Context: an optimization exercise on an open-source flow, tuned for small area and few clock cycles per item. The choices shown serve that exercise and are no tape-out recipe. The RTL was checked by simulation tests, not by an equivalence proof against the original design.

## flow/design.v (module list and top-level ports; edited modules follow where they fit)
// module fp_round_rne: 40 lines
// module fp_mul_pipe: 1048 lines
// module fp_mul_fa: 5 lines
// module fp_mul_ha: 4 lines
// module fp_mul_add: 235 lines
module fp_mul_pipe #(
  parameter int EXP_W = 8,
  parameter int MAN_W = 23,
  parameter int TAG_W = 4
) (
  input  logic                           clk,
  input  logic                           rst_n,
  input  logic                           in_valid,
  output logic                           in_ready,
  input  logic [EXP_W+MAN_W:0]           in_a,
  input  logic [EXP_W+MAN_W:0]           in_b,
  input  logic [TAG_W-1:0]               in_tag,
  output logic                           out_valid,
  input  logic                           out_ready,
  output logic [EXP_W+MAN_W:0]           out_y,
  output logic [TAG_W-1:0]               out_tag,
  output logic [3:0]                     out_flags
);
  // ...
==> flow/flow/run.sh <==
#!/bin/bash
# Own flow: the standard layout (standard.sh, which runs the standard
# synthesis unchanged and ORFS from floorplan to finish), except that the
# input and output ports are buffered with the smallest buffer cell
# (sky130_fd_sc_hd__buf_1) instead of the cell buffer_ports picks by default.
# Repair may still resize these buffers where timing or slew needs it.
set -euo pipefail
export BUFFER_PORTS_ARGS="-buffer_cell sky130_fd_sc_hd__buf_1"
bash standard.sh finish > standard_flow.log 2>&1
==> flow/standard.sh <==
#!/bin/bash
# synth_recipe.tcl (not shown) runs the flow's synth.tcl, then flattens the netlist and writes it again
# the make line also repeats each setting of config.mk as NAME=value (left out here)
make -C /OpenROAD-flow-scripts/flow DESIGN_CONFIG=/design/flow/config.mk WORK_HOME=/design/flow/orfs CLKGATE_MAP_FILE= SYNTH_SCRIPT=/design/flow/synth_recipe.tcl "${@:-finish}"
==> flow/config.mk <==
export PLATFORM = sky130hd
export DESIGN_NAME = fp_mul_pipe
export DESIGN_NICKNAME = fp_mul_pipe
export VERILOG_FILES = /design/flow/design.v
export SDC_FILE = /design/flow/constraint.sdc
export NUM_CORES = 4
export LEC_CHECK = 0
export ABC_AREA = 1
export CAP_MARGIN = 20
export CORE_MARGIN = 2
export CORE_UTILIZATION = 30
export SLEW_MARGIN = 20
export SYNTH_HIERARCHICAL = 1
==> flow/constraint.sdc <==
create_clock -name core_clock -period 7.5 [get_ports {clk}]
set_input_delay 1.5000 -clock core_clock [delete_from_list [all_inputs] [get_ports {clk}]]
set_output_delay 1.5000 -clock core_clock [all_outputs]
set_load 0.01 [all_outputs]
==> reports/qor.csv, run 1 <==
metric;value;unit
cp.arrival;7.25;ns
fin_skew;0.00602;ns
path_buf_inv;3;
slowest_delay;0.53;ns
largestRegisters;lo_q: 26 flops, es_q: 9 flops, tag_q: 4 flops;
crit_fanout;12;
largest_register;lo_q;
slew_headroom;44.8;%
cts_tree;built;
max_cap_violations;0;
finalCritPeriodShare;95.9;%
status;timing/DRC/antenna clean;
num-nets-final;2428;
ant_nets;0;
tightestPinTransition;0.828;ns
buf_share;6.57;%
fmax;0.139;GHz
wirelength;54.4;mm
clockBufferDepth;2;
portBuffers;113;
cts_hold_buf;0;
avgSynthCellArea;8.73;µm²
use_met2;30.6;%
placed_area;18000;µm²
taps;704;
fin_tns_setup;0;ns
rsz0062_at_grt;false;
dieArea;57000;µm²
cp.depth;27;
r2r-start;v_q;
utilization;33.3;%
Testbench counts, summed over its fixed seeds: cycles 24,008, items 24,000.
==> inputs of run 2 (changes only) <==
--- a/flow/design.v
+++ b/flow/design.v
@@ -1064,19 +1064,259 @@
     fp_mul_fa u_s593 (.a(s503), .b(pp11_24), .c(c502), .s(s593), .co(c594));
     wire s595 = ~c504;
     wire c596 = c504;
     assign r0 = {c594, c592, c590, c588, c586, c584, c582, c580, c578, c576, c574, c572, c570, c568, c566, c564, c562, c560, c558, c556, c554, c552, c550, c548, c546, c544, c542, c540, c538, c536, c534, c532, c530, c528, c526, c524, c522, c520, c518, c516, c514, c512, c510, c508, c506, s505, pp0_1, neg0};
     assign r1 = {s595, s593, s591, s589, s587, s585, s583, s581, s579, s577, s575, s573, s571, s569, s567, s565, s563, s561, s559, s557, s555, s553, s551, s549, s547, s545, s543, s541, s539, s537, s535, s533, s531, s529, s527, s525, s523, s521, s519, s517, s515, s513, s511, s509, s507, pp1_0, 1'b0, pp0_0};
   end
   logic [47:0] lo;
   logic        lo_c;
-  fp_mul_add u_add (.x(r0[47:0]), .y(r1[47:0]), .ci(1'b0), .s(lo), .co(lo_c));
+  if (1) begin : g_add
+    logic [47:0] x, y, s;
+    logic ci, co;
+    assign x = r0[47:0];
+    assign y = r1[47:0];
+    assign ci = 1'b0;
+    logic [47:0] p, g;
+    assign p = x ^ y;
+    assign g = x & y;
+    logic [48:0] c;
+    assign c[0] = ci;
+    wire G0_0 = g[0] | (p[0] & c[0]);
+    wire G0_1 = g[1];
+    wire G0_2 = g[2];
+    wire G0_3 = g[3];
+    wire G0_4 = g[4];
+    wire G0_5 = g[5];
+    wire G0_6 = g[6];
+    wire G0_7 = g[7];
+    wire G0_8 = g[8];
+    wire G0_9 = g[9];
+    wire G0_10 = g[10];
+    wire G0_11 = g[11];
+    wire G0_12 = g[12];
+    wire G0_13 = g[13];
+    wire G0_14 = g[14];
+    wire G0_15 = g[15];
+    wire G0_16 = g[16];
+    wire G0_17 = g[17];
+    wire G0_18 = g[18];
+    wire G0_19 = g[19];
+    wire G0_20 = g[20];
+    wire G0_21 = g[21];
+    wire G0_22 = g[22];
+    wire G0_23 = g[23];
+    wire G0_24 = g[24];
+    wire G0_25 = g[25];
+    wire G0_26 = g[26];
+    wire G0_27 = g[27];
+    wire G0_28 = g[28];
+    wire G0_29 = g[29];
+    wire G0_30 = g[30];
+    wire G0_31 = g[31];
+    wire G0_32 = g[32];
+    wire G0_33 = g[33];
+    wire G0_34 = g[34];
+    wire G0_35 = g[35];
+    wire G0_36 = g[36];
+    wire G0_37 = g[37];
+    wire G0_38 = g[38];
+    wire G0_39 = g[39];
+    wire G0_40 = g[40];
+    wire G0_41 = g[41];
+    wire G0_42 = g[42];
+    wire G0_43 = g[43];
+    wire G0_44 = g[44];
+    wire G0_45 = g[45];
+    wire G0_46 = g[46];
+    wire G0_47 = g[47];
+    wire G_0_1 = G0_1 | (p[1] & G0_0);
+    wire G_2_3 = G0_3 | (p[3] & G0_2);
+    wire P_2_3 = p[3] & p[2];
+    wire G_4_5 = G0_5 | (p[5] & G0_4);
+    wire P_4_5 = p[5] & p[4];
+    wire G_6_7 = G0_7 | (p[7] & G0_6);
+    wire P_6_7 = p[7] & p[6];
+    wire G_8_9 = G0_9 | (p[9] & G0_8);
+    wire P_8_9 = p[9] & p[8];
+    wire G_10_11 = G0_11 | (p[11] & G0_10);
+    wire P_10_11 = p[11] & p[10];
+    wire G_12_13 = G0_13 | (p[13] & G0_12);
+    wire P_12_13 = p[13] & p[12];
+    wire G_14_15 = G0_15 | (p[15] & G0_14);
+    wire P_14_15 = p[15] & p[14];
+    wire G_16_17 = G0_17 | (p[17] & G0_16);
+    wire P_16_17 = p[17] & p[16];
+    wire G_18_19 = G0_19 | (p[19] & G0_18);
+    wire P_18_19 = p[19] & p[18];
+    wire G_20_21 = G0_21 | (p[21] & G0_20);
+    wire P_20_21 = p[21] & p[20];
+    wire G_22_23 = G0_23 | (p[23] & G0_22);
+    wire P_22_23 = p[23] & p[22];
+    wire G_24_25 = G0_25 | (p[25] & G0_24);
+    wire P_24_25 = p[25] & p[24];
+    wire G_26_27 = G0_27 | (p[27] & G0_26);
+    wire P_26_27 = p[27] & p[26];
+    wire G_28_29 = G0_29 | (p[29] & G0_28);
+    wire P_28_29 = p[29] & p[28];
+    wire G_30_31 = G0_31 | (p[31] & G0_30);
+    wire P_30_31 = p[31] & p[30];
+    wire G_32_33 = G0_33 | (p[33] & G0_32);
+    wire P_32_33 = p[33] & p[32];
+    wire G_34_35 = G0_35 | (p[35] & G0_34);
+    wire P_34_35 = p[35] & p[34];
+    wire G_36_37 = G0_37 | (p[37] & G0_36);
+    wire P_36_37 = p[37] & p[36];
+    wire G_38_39 = G0_39 | (p[39] & G0_38);
+    wire P_38_39 = p[39] & p[38];
+    wire G_40_41 = G0_41 | (p[41] & G0_40);
+    wire P_40_41 = p[41] & p[40];
+    wire G_42_43 = G0_43 | (p[43] & G0_42);
+    wire P_42_43 = p[43] & p[42];
+    wire G_44_45 = G0_45 | (p[45] & G0_44);
+    wire P_44_45 = p[45] & p[44];
+    wire G_46_47 = G0_47 | (p[47] & G0_46);
+    wire P_46_47 = p[47] & p[46];
+    wire G_0_3 = G_2_3 | (P_2_3 & G_0_1);
+    wire G_4_7 = G_6_7 | (P_6_7 & G_4_5);
+    wire P_4_7 = P_6_7 & P_4_5;
+    wire G_8_11 = G_10_11 | (P_10_11 & G_8_9);
+    wire P_8_11 = P_10_11 & P_8_9;
+    wire G_12_15 = G_14_15 | (P_14_15 & G_12_13);
+    wire P_12_15 = P_14_15 & P_12_13;
+    wire G_16_19 = G_18_19 | (P_18_19 & G_16_17);
+    wire P_16_19 = P_18_19 & P_16_17;
+    wire G_20_23 = G_22_23 | (P_22_23 & G_20_21);
+    wire P_20_23 = P_22_23 & P_20_21;
+    wire G_24_27 = G_26_27 | (P_26_27 & G_24_25);
+    wire P_24_27 = P_26_27 & P_24_25;
+    wire G_28_31 = G_30_31 | (P_30_31 & G_28_29);
+    wire P_28_31 = P_30_31 & P_28_29;
+    wire G_32_35 = G_34_35 | (P_34_35 & G_32_33);
+    wire P_32_35 = P_34_35 & P_32_33;
+    wire G_36_39 = G_38_39 | (P_38_39 & G_36_37);
+    wire P_36_39 = P_38_39 & P_36_37;
+    wire G_40_43 = G_42_43 | (P_42_43 & G_40_41);
+    wire P_40_43 = P_42_43 & P_40_41;
+    wire G_44_47 = G_46_47 | (P_46_47 & G_44_45);
+    wire P_44_47 = P_46_47 & P_44_45;
+    wire G_0_7 = G_4_7 | (P_4_7 & G_0_3);
+    wire G_8_15 = G_12_15 | (P_12_15 & G_8_11);
+    wire P_8_15 = P_12_15 & P_8_11;
+    wire G_16_23 = G_20_23 | (P_20_23 & G_16_19);
+    wire P_16_23 = P_20_23 & P_16_19;
+    wire G_24_31 = G_28_31 | (P_28_31 & G_24_27);
+    wire P_24_31 = P_28_31 & P_24_27;
+    wire G_32_39 = G_36_39 | (P_36_39 & G_32_35);
+    wire P_32_39 = P_36_39 & P_32_35;
+    wire G_40_47 = G_44_47 | (P_44_47 & G_40_43);
+    wire P_40_47 = P_44_47 & P_40_43;
+    wire G_0_15 = G_8_15 | (P_8_15 & G_0_7);
+    wire G_16_31 = G_24_31 | (P_24_31 & G_16_23);
+    wire P_16_31 = P_24_31 & P_16_23;
+    wire G_32_47 = G_40_47 | (P_40_47 & G_32_39);
+    wire P_32_47 = P_40_47 & P_32_39;
+    wire G_0_31 = G_16_31 | (P_16_31 & G_0_15);
+    wire G_0_47 = G_32_47 | (P_32_47 & G_0_31);
+    wire G_0_23 = G_16_23 | (P_16_23 & G_0_15);
+    wire G_0_39 = G_32_39 | (P_32_39 & G_0_31);
+    wire G_0_11 = G_8_11 | (P_8_11 & G_0_7);
+    wire G_0_19 = G_16_19 | (P_16_19 & G_0_15);
+    wire G_0_27 = G_24_27 | (P_24_27 & G_0_23);
+    wire G_0_35 = G_32_35 | (P_32_35 & G_0_31);
+    wire G_0_43 = G_40_43 | (P_40_43 & G_0_39);
+    wire G_0_5 = G_4_5 | (P_4_5 & G_0_3);
+    wire G_0_9 = G_8_9 | (P_8_9 & G_0_7);
+    wire G_0_13 = G_12_13 | (P_12_13 & G_0_11);
+    wire G_0_17 = G_16_17 | (P_16_17 & G_0_15);
+    wire G_0_21 = G_20_21 | (P_20_21 & G_0_19);
+    wire G_0_25 = G_24_25 | (P_24_25 & G_0_23);
+    wire G_0_29 = G_28_29 | (P_28_29 & G_0_27);
+    wire G_0_33 = G_32_33 | (P_32_33 & G_0_31);
+    wire G_0_37 = G_36_37 | (P_36_37 & G_0_35);
+    wire G_0_41 = G_40_41 | (P_40_41 & G_0_39);
+    wire G_0_45 = G_44_45 | (P_44_45 & G_0_43);
+    wire G_0_2 = G0_2 | (p[2] & G_0_1);
+    wire G_0_4 = G0_4 | (p[4] & G_0_3);
+    wire G_0_6 = G0_6 | (p[6] & G_0_5);
+    wire G_0_8 = G0_8 | (p[8] & G_0_7);
+    wire G_0_10 = G0_10 | (p[10] & G_0_9);
+    wire G_0_12 = G0_12 | (p[12] & G_0_11);
+    wire G_0_14 = G0_14 | (p[14] & G_0_13);
+    wire G_0_16 = G0_16 | (p[16] & G_0_15);
+    wire G_0_18 = G0_18 | (p[18] & G_0_17);
+    wire G_0_20 = G0_20 | (p[20] & G_0_19);
+    wire G_0_22 = G0_22 | (p[22] & G_0_21);
+    wire G_0_24 = G0_24 | (p[24] & G_0_23);
+    wire G_0_26 = G0_26 | (p[26] & G_0_25);
+    wire G_0_28 = G0_28 | (p[28] & G_0_27);
+    wire G_0_30 = G0_30 | (p[30] & G_0_29);
+    wire G_0_32 = G0_32 | (p[32] & G_0_31);
+    wire G_0_34 = G0_34 | (p[34] & G_0_33);
+    wire G_0_36 = G0_36 | (p[36] & G_0_35);
+    wire G_0_38 = G0_38 | (p[38] & G_0_37);
+    wire G_0_40 = G0_40 | (p[40] & G_0_39);
+    wire G_0_42 = G0_42 | (p[42] & G_0_41);
+    wire G_0_44 = G0_44 | (p[44] & G_0_43);
+    wire G_0_46 = G0_46 | (p[46] & G_0_45);
+    assign c[1] = G0_0;
+    assign c[2] = G_0_1;
+    assign c[3] = G_0_2;
+    assign c[4] = G_0_3;
+    assign c[5] = G_0_4;
+    assign c[6] = G_0_5;
+    assign c[7] = G_0_6;
+    assign c[8] = G_0_7;
+    assign c[9] = G_0_8;
+    assign c[10] = G_0_9;
+    assign c[11] = G_0_10;
+    assign c[12] = G_0_11;
+    assign c[13] = G_0_12;
+    assign c[14] = G_0_13;
+    assign c[15] = G_0_14;
+    assign c[16] = G_0_15;
+    assign c[17] = G_0_16;
+    assign c[18] = G_0_17;
+    assign c[19] = G_0_18;
+    assign c[20] = G_0_19;
+    assign c[21] = G_0_20;
+    assign c[22] = G_0_21;
+    assign c[23] = G_0_22;
+    assign c[24] = G_0_23;
+    assign c[25] = G_0_24;
+    assign c[26] = G_0_25;
+    assign c[27] = G_0_26;
+    assign c[28] = G_0_27;
+    assign c[29] = G_0_28;
+    assign c[30] = G_0_29;
+    assign c[31] = G_0_30;
+    assign c[32] = G_0_31;
+    assign c[33] = G_0_32;
+    assign c[34] = G_0_33;
+    assign c[35] = G_0_34;
+    assign c[36] = G_0_35;
+    assign c[37] = G_0_36;
+    assign c[38] = G_0_37;
+    assign c[39] = G_0_38;
+    assign c[40] = G_0_39;
+    assign c[41] = G_0_40;
+    assign c[42] = G_0_41;
+    assign c[43] = G_0_42;
+    assign c[44] = G_0_43;
+    assign c[45] = G_0_44;
+    assign c[46] = G_0_45;
+    assign c[47] = G_0_46;
+    assign c[48] = G_0_47;
+    assign s = p ^ c[47:0];
+    assign co = c[48];
+    assign lo = s;
+    assign lo_c = co;
+  end
   logic        v_q;
-  logic        sgn_q, nv_q, st_q;
+  logic        sgn_q, st_q, nv_q;
   logic [1:0]  kind_q;
   logic [8:0]  es_q;
   logic [47:22] lo_q;
   logic [TAG_W-1:0] tag_q;
   always_ff @(posedge clk or negedge rst_n) begin
     if (!rst_n) v_q <= 1'b0;
     else if (adv) v_q <= in_valid;
   end
@@ -1132,243 +1372,8 @@
                   output logic s, output logic co);
   assign s  = a ^ b ^ c;
   assign co = (a & b) | (a & c) | (b & c);
 endmodule
 module fp_mul_ha (input logic a, input logic b, output logic s, output logic co);
   assign s  = a ^ b;
   assign co = a & b;
 endmodule
-module fp_mul_add (input logic [47:0] x, input logic [47:0] y, input logic ci,
-  output logic [47:0] s, output logic co);
-  logic [47:0] p, g;
-  assign p = x ^ y;
-  assign g = x & y;
-  logic [48:0] c;
-  assign c[0] = ci;
-  wire G0_0 = g[0] | (p[0] & c[0]);
-  wire G0_1 = g[1];
-  wire G0_2 = g[2];
-  wire G0_3 = g[3];
-  wire G0_4 = g[4];
-  wire G0_5 = g[5];
-  wire G0_6 = g[6];
-  wire G0_7 = g[7];
-  wire G0_8 = g[8];
-  wire G0_9 = g[9];
-  wire G0_10 = g[10];
-  wire G0_11 = g[11];
-  wire G0_12 = g[12];
-  wire G0_13 = g[13];
-  wire G0_14 = g[14];
-  wire G0_15 = g[15];
-  wire G0_16 = g[16];
-  wire G0_17 = g[17];
-  wire G0_18 = g[18];
-  wire G0_19 = g[19];
-  wire G0_20 = g[20];
-  wire G0_21 = g[21];
-  wire G0_22 = g[22];
-  wire G0_23 = g[23];
-  wire G0_24 = g[24];
-  wire G0_25 = g[25];
-  wire G0_26 = g[26];
-  wire G0_27 = g[27];
-  wire G0_28 = g[28];
-  wire G0_29 = g[29];
-  wire G0_30 = g[30];
-  wire G0_31 = g[31];
-  wire G0_32 = g[32];
-  wire G0_33 = g[33];
-  wire G0_34 = g[34];
-  wire G0_35 = g[35];
-  wire G0_36 = g[36];
-  wire G0_37 = g[37];
-  wire G0_38 = g[38];
-  wire G0_39 = g[39];
-  wire G0_40 = g[40];
-  wire G0_41 = g[41];
-  wire G0_42 = g[42];
-  wire G0_43 = g[43];
-  wire G0_44 = g[44];
-  wire G0_45 = g[45];
-  wire G0_46 = g[46];
-  wire G0_47 = g[47];
-  wire G_0_1 = G0_1 | (p[1] & G0_0);
-  wire G_2_3 = G0_3 | (p[3] & G0_2);
-  wire P_2_3 = p[3] & p[2];
-  wire G_4_5 = G0_5 | (p[5] & G0_4);
-  wire P_4_5 = p[5] & p[4];
-  wire G_6_7 = G0_7 | (p[7] & G0_6);
-  wire P_6_7 = p[7] & p[6];
-  wire G_8_9 = G0_9 | (p[9] & G0_8);
-  wire P_8_9 = p[9] & p[8];
-  wire G_10_11 = G0_11 | (p[11] & G0_10);
-  wire P_10_11 = p[11] & p[10];
-  wire G_12_13 = G0_13 | (p[13] & G0_12);
-  wire P_12_13 = p[13] & p[12];
-  wire G_14_15 = G0_15 | (p[15] & G0_14);
-  wire P_14_15 = p[15] & p[14];
-  wire G_16_17 = G0_17 | (p[17] & G0_16);
-  wire P_16_17 = p[17] & p[16];
-  wire G_18_19 = G0_19 | (p[19] & G0_18);
-  wire P_18_19 = p[19] & p[18];
-  wire G_20_21 = G0_21 | (p[21] & G0_20);
-  wire P_20_21 = p[21] & p[20];
-  wire G_22_23 = G0_23 | (p[23] & G0_22);
-  wire P_22_23 = p[23] & p[22];
-  wire G_24_25 = G0_25 | (p[25] & G0_24);
-  wire P_24_25 = p[25] & p[24];
-  wire G_26_27 = G0_27 | (p[27] & G0_26);
-  wire P_26_27 = p[27] & p[26];
-  wire G_28_29 = G0_29 | (p[29] & G0_28);
-  wire P_28_29 = p[29] & p[28];
-  wire G_30_31 = G0_31 | (p[31] & G0_30);
-  wire P_30_31 = p[31] & p[30];
-  wire G_32_33 = G0_33 | (p[33] & G0_32);
-  wire P_32_33 = p[33] & p[32];
-  wire G_34_35 = G0_35 | (p[35] & G0_34);
-  wire P_34_35 = p[35] & p[34];
-  wire G_36_37 = G0_37 | (p[37] & G0_36);
-  wire P_36_37 = p[37] & p[36];
-  wire G_38_39 = G0_39 | (p[39] & G0_38);
-  wire P_38_39 = p[39] & p[38];
-  wire G_40_41 = G0_41 | (p[41] & G0_40);
-  wire P_40_41 = p[41] & p[40];
-  wire G_42_43 = G0_43 | (p[43] & G0_42);
-  wire P_42_43 = p[43] & p[42];
-  wire G_44_45 = G0_45 | (p[45] & G0_44);
-  wire P_44_45 = p[45] & p[44];
-  wire G_46_47 = G0_47 | (p[47] & G0_46);
-  wire P_46_47 = p[47] & p[46];
-  wire G_0_3 = G_2_3 | (P_2_3 & G_0_1);
-  wire G_4_7 = G_6_7 | (P_6_7 & G_4_5);
-  wire P_4_7 = P_6_7 & P_4_5;
-  wire G_8_11 = G_10_11 | (P_10_11 & G_8_9);
-  wire P_8_11 = P_10_11 & P_8_9;
-  wire G_12_15 = G_14_15 | (P_14_15 & G_12_13);
-  wire P_12_15 = P_14_15 & P_12_13;
-  wire G_16_19 = G_18_19 | (P_18_19 & G_16_17);
-  wire P_16_19 = P_18_19 & P_16_17;
-  wire G_20_23 = G_22_23 | (P_22_23 & G_20_21);
-  wire P_20_23 = P_22_23 & P_20_21;
-  wire G_24_27 = G_26_27 | (P_26_27 & G_24_25);
-  wire P_24_27 = P_26_27 & P_24_25;
-  wire G_28_31 = G_30_31 | (P_30_31 & G_28_29);
-  wire P_28_31 = P_30_31 & P_28_29;
-  wire G_32_35 = G_34_35 | (P_34_35 & G_32_33);
-  wire P_32_35 = P_34_35 & P_32_33;
-  wire G_36_39 = G_38_39 | (P_38_39 & G_36_37);
-  wire P_36_39 = P_38_39 & P_36_37;
-  wire G_40_43 = G_42_43 | (P_42_43 & G_40_41);
-  wire P_40_43 = P_42_43 & P_40_41;
-  wire G_44_47 = G_46_47 | (P_46_47 & G_44_45);
-  wire P_44_47 = P_46_47 & P_44_45;
-  wire G_0_7 = G_4_7 | (P_4_7 & G_0_3);
-  wire G_8_15 = G_12_15 | (P_12_15 & G_8_11);
-  wire P_8_15 = P_12_15 & P_8_11;
-  wire G_16_23 = G_20_23 | (P_20_23 & G_16_19);
-  wire P_16_23 = P_20_23 & P_16_19;
-  wire G_24_31 = G_28_31 | (P_28_31 & G_24_27);
-  wire P_24_31 = P_28_31 & P_24_27;
-  wire G_32_39 = G_36_39 | (P_36_39 & G_32_35);
-  wire P_32_39 = P_36_39 & P_32_35;
-  wire G_40_47 = G_44_47 | (P_44_47 & G_40_43);
-  wire P_40_47 = P_44_47 & P_40_43;
-  wire G_0_15 = G_8_15 | (P_8_15 & G_0_7);
-  wire G_16_31 = G_24_31 | (P_24_31 & G_16_23);
-  wire P_16_31 = P_24_31 & P_16_23;
-  wire G_32_47 = G_40_47 | (P_40_47 & G_32_39);
-  wire P_32_47 = P_40_47 & P_32_39;
-  wire G_0_31 = G_16_31 | (P_16_31 & G_0_15);
-  wire G_0_47 = G_32_47 | (P_32_47 & G_0_31);
-  wire G_0_23 = G_16_23 | (P_16_23 & G_0_15);
-  wire G_0_39 = G_32_39 | (P_32_39 & G_0_31);
-  wire G_0_11 = G_8_11 | (P_8_11 & G_0_7);
-  wire G_0_19 = G_16_19 | (P_16_19 & G_0_15);
-  wire G_0_27 = G_24_27 | (P_24_27 & G_0_23);
-  wire G_0_35 = G_32_35 | (P_32_35 & G_0_31);
-  wire G_0_43 = G_40_43 | (P_40_43 & G_0_39);
-  wire G_0_5 = G_4_5 | (P_4_5 & G_0_3);
-  wire G_0_9 = G_8_9 | (P_8_9 & G_0_7);
-  wire G_0_13 = G_12_13 | (P_12_13 & G_0_11);
-  wire G_0_17 = G_16_17 | (P_16_17 & G_0_15);
-  wire G_0_21 = G_20_21 | (P_20_21 & G_0_19);
-  wire G_0_25 = G_24_25 | (P_24_25 & G_0_23);
-  wire G_0_29 = G_28_29 | (P_28_29 & G_0_27);
-  wire G_0_33 = G_32_33 | (P_32_33 & G_0_31);
-  wire G_0_37 = G_36_37 | (P_36_37 & G_0_35);
-  wire G_0_41 = G_40_41 | (P_40_41 & G_0_39);
-  wire G_0_45 = G_44_45 | (P_44_45 & G_0_43);
-  wire G_0_2 = G0_2 | (p[2] & G_0_1);
-  wire G_0_4 = G0_4 | (p[4] & G_0_3);
-  wire G_0_6 = G0_6 | (p[6] & G_0_5);
-  wire G_0_8 = G0_8 | (p[8] & G_0_7);
-  wire G_0_10 = G0_10 | (p[10] & G_0_9);
-  wire G_0_12 = G0_12 | (p[12] & G_0_11);
-  wire G_0_14 = G0_14 | (p[14] & G_0_13);
-  wire G_0_16 = G0_16 | (p[16] & G_0_15);
-  wire G_0_18 = G0_18 | (p[18] & G_0_17);
-  wire G_0_20 = G0_20 | (p[20] & G_0_19);
-  wire G_0_22 = G0_22 | (p[22] & G_0_21);
-  wire G_0_24 = G0_24 | (p[24] & G_0_23);
-  wire G_0_26 = G0_26 | (p[26] & G_0_25);
-  wire G_0_28 = G0_28 | (p[28] & G_0_27);
-  wire G_0_30 = G0_30 | (p[30] & G_0_29);
-  wire G_0_32 = G0_32 | (p[32] & G_0_31);
-  wire G_0_34 = G0_34 | (p[34] & G_0_33);
-  wire G_0_36 = G0_36 | (p[36] & G_0_35);
-  wire G_0_38 = G0_38 | (p[38] & G_0_37);
-  wire G_0_40 = G0_40 | (p[40] & G_0_39);
-  wire G_0_42 = G0_42 | (p[42] & G_0_41);
-  wire G_0_44 = G0_44 | (p[44] & G_0_43);
-  wire G_0_46 = G0_46 | (p[46] & G_0_45);
-  assign c[1] = G0_0;
-  assign c[2] = G_0_1;
-  assign c[3] = G_0_2;
-  assign c[4] = G_0_3;
-  assign c[5] = G_0_4;
-  assign c[6] = G_0_5;
-  assign c[7] = G_0_6;
-  assign c[8] = G_0_7;
-  assign c[9] = G_0_8;
-  assign c[10] = G_0_9;
-  assign c[11] = G_0_10;
-  assign c[12] = G_0_11;
-  assign c[13] = G_0_12;
-  assign c[14] = G_0_13;
-  assign c[15] = G_0_14;
-  assign c[16] = G_0_15;
-  assign c[17] = G_0_16;
-  assign c[18] = G_0_17;
-  assign c[19] = G_0_18;
-  assign c[20] = G_0_19;
-  assign c[21] = G_0_20;
-  assign c[22] = G_0_21;
-  assign c[23] = G_0_22;
-  assign c[24] = G_0_23;
-  assign c[25] = G_0_24;
-  assign c[26] = G_0_25;
-  assign c[27] = G_0_26;
-  assign c[28] = G_0_27;
-  assign c[29] = G_0_28;
-  assign c[30] = G_0_29;
-  assign c[31] = G_0_30;
-  assign c[32] = G_0_31;
-  assign c[33] = G_0_32;
-  assign c[34] = G_0_33;
-  assign c[35] = G_0_34;
-  assign c[36] = G_0_35;
-  assign c[37] = G_0_36;
-  assign c[38] = G_0_37;
-  assign c[39] = G_0_38;
-  assign c[40] = G_0_39;
-  assign c[41] = G_0_40;
-  assign c[42] = G_0_41;
-  assign c[43] = G_0_42;
-  assign c[44] = G_0_43;
-  assign c[45] = G_0_44;
-  assign c[46] = G_0_45;
-  assign c[47] = G_0_46;
-  assign c[48] = G_0_47;
-  assign s = p ^ c[47:0];
-  assign co = c[48];
-endmodule
==> flow/run.sh (new file) <==
#!/bin/bash
# synth_recipe.tcl (not shown) runs the flow's synth.tcl, then flattens the netlist and writes it again
# the make line also repeats each setting of config.mk as NAME=value (left out here)
make -C /OpenROAD-flow-scripts/flow DESIGN_CONFIG=/design/flow/config.mk WORK_HOME=/design/flow/orfs CLKGATE_MAP_FILE= SYNTH_SCRIPT=/design/flow/synth_recipe.tcl finish
removed: flow/flow/run.sh
removed: flow/standard.sh
==> run 2 against run 1 <==
Synthesized area down 2.0%. Critical path type unchanged. Global-route usage rose by 1.6 points. Critical endpoint is now lo_q[43]. Flip-flop and latch count stayed put.
==> reports/qor.csv, run 2 <==
metric;value;unit;change
gr-usage-all-layers;20.5;%;
crit_fanout;13;;+1
root_buffer;clkbuf_16;;
rr_worst_depth;2;;
drive_gt1_share;17.9;%;
area_growth;26.2;%;
slew_violations;0;;
grt_pass1_wl;88.9;mm;
ios;114;;
drt_iter0_drc;1375;;
cp.arrival;7.25;ns;about the same
htreeDepth;2;;
num_vias;14700;;
synth_seq_cells;45;;
clockBufferDepth;2;;unchanged
max_cap_violations;0;;unchanged
end_kind;flip-flop;;
die_w;236;µm;
cts_tree;built;;
largest_reg_flops;26;;
crit_required;7.55;ns;
clk_pin_slew;0.07;ns;
status;timing/DRC/antenna clean;;
clock_sinks;45;;
first_global_vias;15100;;
cts_hold_buf;0;;unchanged
antenna_cells;0;;
largest_register;lo_q;;
drc;0;;
worstSetupPathType;in -> reg;;
avgSynthCellArea;8.80;µm²;+0.86%
dieArea;55900;µm²;-2.0%
hold_depth;3;;
yosys-top-cells-count;301 x xor2_1, 281 x fa_1, 266 x o22ai_1, 227 x nand2_1, 164 x inv_1;;
synth_edf_count;44;;
num-nets-final;2549;;+5.0%
grt_max_degree;46;;
wl_per_cell;20.6;µm;
holdWs;0.942;ns;
timing_hold_violations_final;0;;
final_common_cell;xor2_1;;
synth.area.top_cells;fa_1 35%, xor2_1 16%, o22ai_1 10%;;
std_cell_rows;85;;
yosys_warnings;7;;
coreArea;53600;µm²;
numCtsBuffers;5;;
postSynthCellCount;1841;;
synth_area_leader_cell;fa_1;;
dpl.hpwl;47.3;mm;
die_y;236;µm;
rsz0062_at_grt;true;;
start_util;30.2;%;
synth_ff_type;edfxtp_1;;
syn_area;16200;µm²;
hold_path_class;reg -> reg;;
cp-start-kind;input pin;;
via_per_inst;5.25;;
dr.pass1.iters;5;;
yosysTopAreaCellShare;34.7;%;
tightestPinTransition;0.939;ns;+0.111 ns
setup_violations;0;;
fin_crit;7.20;ns;
yosysUniqueCellTypes;46;;
antenna_found_initial;0;;
fin_skew;0.0110;ns;+0.00498 ns
fmax;0.139;GHz;about the same
seq_area_frac_synth;8.31;%;
finalCritPeriodShare;96.0;%;about the same
overflow;0;;
gp_congestion;0.958;;
yosysMostFrequentCell;xor2_1;;
wirelength;57.6;mm;+5.8%
mostFrequentLayoutCells;300 x xor2_1, 271 x fa_1, 252 x o22ai_1;;
largestRegisters;lo_q: 26 flops, es_q: 9 flops, tag_q: 4 flops;;
postSynth.asyncResetShare;2.22;%;
ant_nets;0;;unchanged
portBuffers;113;;unchanged
slew_headroom;36.8;%;-8.0 points
clk_latency;0.30;ns;
-- run 2: final cells by class --
class	count	area, µm²
Sequential cell	45	1350
Tap cell	696	871
Clock buffer	5	125
Timing Repair Buffer	385	3540
Inverter	189	709
Fill cell	5416	33100
Clock inverter	3	48.8
Multi-Input combinational cell	1474	13800
-- run 2: logic make-up after synthesis --
logic type	Yosys count	share of synthesized area, %
adder cells (fa/ha/maj)	377	42.1
XOR/XNOR	307	16.6
buffers and inverters	322	7.66
AO/OA/AOI/OAI	367	13.9
flip-flops	45	8.31
AND/OR/NAND/NOR	423	11.4
-- run 2: what timing repair did --
| item | in CTS | in global routing |
|---|---|---|
| buffers inserted | 0 | 1 |
| endpoints found under the setup margin | 0 | 16 |
| endpoints found under the hold margin | 0 | 0 |
| gates resized for setup | 0 | 50 |
-- run 2: final timing paths --
check	from	end	slack, ns
max reg2reg	v_q	lo_q[43]	6.08
min reg2reg	v_q	v_q	0.94
min in group asynchronous	rst_n	v_q	1.34
min	v_q	v_q	0.94
max	in_b[17]	lo_q[43]	0.30
max in group asynchronous	rst_n	v_q	6.06
-- run 2: metrics by stage --
step	instances	util (%)	TNS, ns	cell area [µm²]	worst slack, ns
global route	2797	38.2	-0.0628	20500	-0.0309
floorplan	1841	-	0	16200	0.430
finish	2797	38.2	0	20500	0.301
global placement	2788	37.4	-1.03	20100	-0.145
CTS	2796	37.7	0	20200	0.0916
detailed placement	2788	37.4	-1.88	20100	-0.238
-- run 2: per-module statistics from Yosys (local to each module, per instance) --
module	flops+latches	area, µm²	times used	cells
fp_mul_fa	0	20.0	256	1
fp_mul_ha	0	12.5	28	1
fp_mul_pipe	45	10700	1	1557
-- run 2: layer usage --
layer	GRT usage (%)	vias to the layer above	routed length (µm)
met2	32.0	752	25700
met5	0	-	0
li1	-	6660	-
met1	28.4	7160	25100
met3	2.91	115	4520
met4	8.44	0	2260
-- run 2: worst max-delay path, cell delays in order --
cell and delay, ns:
clkdlybuf4s50_1 0.51, buf_12 0.14, inv_1 0.06, buf_4 0.15, nand2_1 0.06, nand2_1 0.08, buf_12 0.16, o22ai_1 0.14
xor2_1 0.24, fa_1 0.49, fa_1 0.43, fa_2 0.44, fa_1 0.47, fa_1 0.64, ha_4 0.24, a21o_1 0.16
nor2_1 0.10, nand2_1 0.06, a21oi_1 0.11, nand2_1 0.10, nand2_1 0.07, nand2_1 0.07, buf_4 0.14, nand3_1 0.05
nand2_1 0.07, fa_1 0.38, xor2_1 0.17
Testbench counts of run 2, summed over its fixed seeds: cycles 24,008, items 24,000.

-- port drivers added, routing unchanged --
How much do the figures lean on ideal ports? The routed layouts below were timed once more, with nothing changed but the port constraints.
Step 1, drivers: a clkbuf_16 drives clk and a buf_2 each remaining input, both assumed.
Step 2 moves the port delays by t, midway between the first and last clock arrival at a register: inputs arrive t later, outputs are due t later. That takes back most of the time a late clock gives input paths.
Three values: ideal, step 1, step 2; two values: the first two.
run | t, ns | slack for setup (ns) | hold slack, ns
run 1 | 0.341 | 0.307 / 0.315 / -0.026 | 0.884 / 0.884 / 0.884
run 2 | 0.343 | 0.301 / 0.298 / -0.045 | 0.942 / 0.942 / 0.942
With both steps, setup timing fails in run 1 and run 2, where it was met with ideal ports. The setup slack of run 2, which loses most, moves by -0.003 ns with the drivers and by -0.346 ns with both steps.
